This design comes from an exercise in tuning for small area, a short achievable clock period and few clock cycles on the open sky130 flow, not from production work.
RTL that was checked went through simulation tests only; none was proved equivalent to the original.

==> module rt_frag_stream, before the edit <==
module rt_frag_stream #(
    parameter int unsigned IW = rt_pkg::CAMERA_IW,
    parameter int unsigned QW = rt_pkg::CAMERA_QW
) (
    input  logic          clk,
    input  logic          resetn,
    input  logic          start,
    input  logic          abort,
    output logic          busy,
    output logic          done,
    input  logic [31:0]   image_width,
    input  logic [31:0]   image_height,
    input  logic [31:0]   camera_center_x,
    input  logic [31:0]   camera_center_y,
    input  logic [31:0]   camera_center_z,
    input  logic [31:0]   pixel_delta_u_x,
    input  logic [31:0]   pixel_delta_u_y,
    input  logic [31:0]   pixel_delta_u_z,
    input  logic [31:0]   pixel_delta_v_x,
    input  logic [31:0]   pixel_delta_v_y,
    input  logic [31:0]   pixel_delta_v_z,
    input  logic [31:0]   pixel_00_loc_x,
    input  logic [31:0]   pixel_00_loc_y,
    input  logic [31:0]   pixel_00_loc_z,
    output logic          m_valid,
    input  logic          m_ready,
    output logic [31:0]   m_data,
    output logic          m_last
);
    logic [IW-1:0] img_w, img_h;
    logic          unused_bits;
    logic busy_q, init_q, valid_q, done_q;
    logic          lc_q, lcn_q, lr_q, last_q, w1_q;
    logic [IW-1:0] xrem_q, yrem_q, w_q;
    logic [31:0]   acc_q, row_q, step_q;
    logic          idle, hs, adv, row_start, row_adv, lc_a, lr_a, lc_d;
    logic [IW-1:0] xdec, ydec;
    logic [31:0]   sum;
    assign img_w = image_width[QW +: IW];
    assign img_h = image_height[QW +: IW];
    assign unused_bits = ^{image_width[QW-1:0], image_height[QW-1:0],
                           camera_center_y, camera_center_z,
                           pixel_delta_u_y, pixel_delta_u_z,
                           pixel_delta_v_y, pixel_delta_v_z,
                           pixel_00_loc_y, pixel_00_loc_z};
    assign idle      = ~(init_q | valid_q);
    assign hs        = valid_q & m_ready;
    assign adv       = init_q | hs;
    assign row_start = init_q | lc_q;
    assign xdec      = xrem_q - IW'(1);
    assign ydec      = yrem_q - IW'(1);
    rt_rgu #(
        .WL (32)
    ) u_rgu (
        .base  ({lcn_q ? acc_q[31:16] : row_q[31:16], lc_q ? row_q[15:0] : acc_q[15:0]}),
        .delta (step_q),
        .cin   (init_q),
        .next  (sum)
    );
    always_comb begin
        lc_a = lc_q ? w1_q : (xrem_q == IW'(2));
        lr_a = row_start ? (yrem_q == IW'(1)) : lr_q;
    end
    always_ff @(posedge clk or negedge resetn) begin
        if (!resetn) begin
            busy_q  <= 1'b0;
            init_q  <= 1'b0;
            valid_q <= 1'b0;
            done_q  <= 1'b0;
        end else begin
            done_q <= 1'b0;
            init_q <= 1'b0;
            if (abort) begin
                busy_q  <= 1'b0;
                valid_q <= 1'b0;
            end else if (!busy_q) begin
                if (start) begin
                    if (img_w != '0 && img_h != '0) begin
                        busy_q <= 1'b1;
                        init_q <= 1'b1;
                    end else begin
                        done_q <= 1'b1;
                    end
                end
            end else if (init_q) begin
                valid_q <= 1'b1;
            end else if (hs && last_q) begin
                busy_q  <= 1'b0;
                valid_q <= 1'b0;
                done_q  <= 1'b1;
            end
        end
    end
    assign row_adv = adv & row_start;
    assign lc_d    = idle | (adv ? lc_a : lc_q);
    always_ff @(posedge clk) begin
        step_q <= lc_d ? (idle ? ~camera_center_x : pixel_delta_v_x) : pixel_delta_u_x;
        row_q  <= row_adv ? sum : (idle ? pixel_00_loc_x : row_q);
        yrem_q <= row_adv ? ydec : (idle ? img_h : yrem_q);
        lc_q   <= lc_d;
        lcn_q  <= ~lc_d;
        if (idle) begin
            w_q    <= img_w;
            w1_q   <= (img_w == IW'(1));
        end
        if (adv) begin
            acc_q  <= sum;
            xrem_q <= lc_q ? w_q : xdec;
            lr_q   <= lr_a;
            last_q <= lc_a & lr_a;
        end
    end
    assign busy    = busy_q;
    assign done    = done_q;
    assign m_valid = valid_q;
    assign m_data  = acc_q;
    assign m_last  = last_q;
endmodule
export LEC_CHECK = 0
export CAP_MARGIN = 20
export CORE_MARGIN = 2
export CORE_UTILIZATION = 40
export SLEW_MARGIN = 20
export TNS_END_PERCENT = 0
create_clock -name core_clock -period 10.0 [get_ports {clk}]
standard.sh (not shown) runs the stock make flow with config.mk's settings and CLKGATE_MAP_FILE= SYNTH_SCRIPT=/design/flow/synth_recipe.tcl, a recipe that flattens the netlist after the stock synthesis.
==> flow/flow/run.sh <==
#!/bin/bash
# Standard ORFS layout with small port buffers, a compact clock tree and a
# tighter setup target for the resizer's timing repair. Each ORFS step keeps
# its full log under orfs/logs; make's own output goes to standard_make.log.
set -euo pipefail
export BUFFER_PORTS_ARGS="-buffer_cell sky130_fd_sc_hd__buf_1"
export CTS_ARGS="-sink_clustering_enable -repair_clock_nets -buf_list {sky130_fd_sc_hd__clkbuf_8} -sink_clustering_size 30 -sink_clustering_max_diameter 100 -dont_use_dummy_load"
bash standard.sh BUFFER_PORTS_ARGS="$BUFFER_PORTS_ARGS" CTS_ARGS="$CTS_ARGS" SETUP_SLACK_MARGIN=7.0 finish > standard_make.log 2>&1
==> next run, changes <==
--- a/flow/design.v
+++ b/flow/design.v
@@ -66,14 +66,14 @@
     output logic          m_last
 );
     logic [IW-1:0] img_w, img_h;
     logic          unused_bits;
     logic busy_q, init_q, valid_q, done_q;
-    logic          lc_q, lcn_q, lr_q, last_q, w1_q;
+    logic          lc_q, lr_q, last_q, w1_q;
     logic [IW-1:0] xrem_q, yrem_q, w_q;
     logic [31:0]   acc_q, row_q, step_q;
-    logic          idle, hs, adv, row_start, row_adv, lc_a, lr_a, lc_d;
+    logic          idle, hs, adv, row_start, lc_a, lr_a;
     logic [IW-1:0] xdec, ydec;
     logic [31:0]   sum;
     assign img_w = image_width[QW +: IW];
     assign img_h = image_height[QW +: IW];
     assign unused_bits = ^{image_width[QW-1:0], image_height[QW-1:0],
@@ -88,11 +88,11 @@
     assign xdec      = xrem_q - IW'(1);
     assign ydec      = yrem_q - IW'(1);
     rt_rgu #(
         .WL (32)
     ) u_rgu (
-        .base  ({lcn_q ? acc_q[31:16] : row_q[31:16], lc_q ? row_q[15:0] : acc_q[15:0]}),
+        .base  (lc_q ? row_q : acc_q),
         .delta (step_q),
         .cin   (init_q),
         .next  (sum)
     );
     always_comb begin
@@ -127,27 +127,32 @@
                 valid_q <= 1'b0;
                 done_q  <= 1'b1;
             end
         end
     end
-    assign row_adv = adv & row_start;
-    assign lc_d    = idle | (adv ? lc_a : lc_q);
     always_ff @(posedge clk) begin
-        step_q <= lc_d ? (idle ? ~camera_center_x : pixel_delta_v_x) : pixel_delta_u_x;
-        row_q  <= row_adv ? sum : (idle ? pixel_00_loc_x : row_q);
-        yrem_q <= row_adv ? ydec : (idle ? img_h : yrem_q);
-        lc_q   <= lc_d;
-        lcn_q  <= ~lc_d;
+        step_q <= idle ? ~camera_center_x
+                : ((adv ? lc_a : lc_q) ? pixel_delta_v_x : pixel_delta_u_x);
         if (idle) begin
+            row_q  <= pixel_00_loc_x;
             w_q    <= img_w;
             w1_q   <= (img_w == IW'(1));
+            yrem_q <= img_h;
+            lc_q   <= 1'b1;
         end
         if (adv) begin
             acc_q  <= sum;
             xrem_q <= lc_q ? w_q : xdec;
+        end
+        if (!idle && adv) begin
+            lc_q   <= lc_a;
             lr_q   <= lr_a;
             last_q <= lc_a & lr_a;
+            if (row_start) begin
+                row_q  <= sum;
+                yrem_q <= ydec;
+            end
         end
     end
     assign busy    = busy_q;
     assign done    = done_q;
     assign m_valid = valid_q;
The new run went through all stages and came out clean.
Wire length goes up by a few percent.
Cell area goes down slightly.
Cell count goes up by a few percent.
Utilization goes up by 0.36 points.
Worst setup slack loses 140 ps.
Via count goes up by a little under a tenth.
Worst hold slack loses 65 ps.
Die area stays flat.
First-iteration DRC count goes up by a few percent.
Sequential cell count goes down by 1.
Sequential share of layout area goes down by 4.7 points.
Testbench counts after the change, summed over its fixed seeds: cycles 25,740.
No functional check of the RTL was part of the first run of this note.

==> static timing again, ports no longer ideal <==
Ports are ideal in the flow. The routed layouts listed here were re-timed in OpenROAD. Step 1: set_driving_cell puts a clkbuf_16 on clk and a buf_2 on each other input, an assumption about the parent block. Step 2 adds t to the input delays and takes it off the output delays; t is the mean of the earliest and latest rising clock arrival at the registers after step 1. Input paths then give back, and output paths get back, about the clock's delay inside the block. Slacks: ideal ports / drivers / drivers and shift; pairs: ideal ports / drivers.
run	t, ns	setup slack, ns	latest minus earliest clock arrival (ns)	worst register clock-pin slew, ns	cell pins on the clock port's net
the first run	0.466	6.744 / 6.753 / 6.287	0.033 / 0.034	0.09 / 0.09	1
the second run	0.479	6.602 / 6.604 / 6.133	0.030 / 0.030	0.09 / 0.09	1
After both steps setup and hold are still met in every run listed. The setup slack of the second run, which loses most, moves by +0.002 ns with the drivers and by -0.469 ns with both steps.
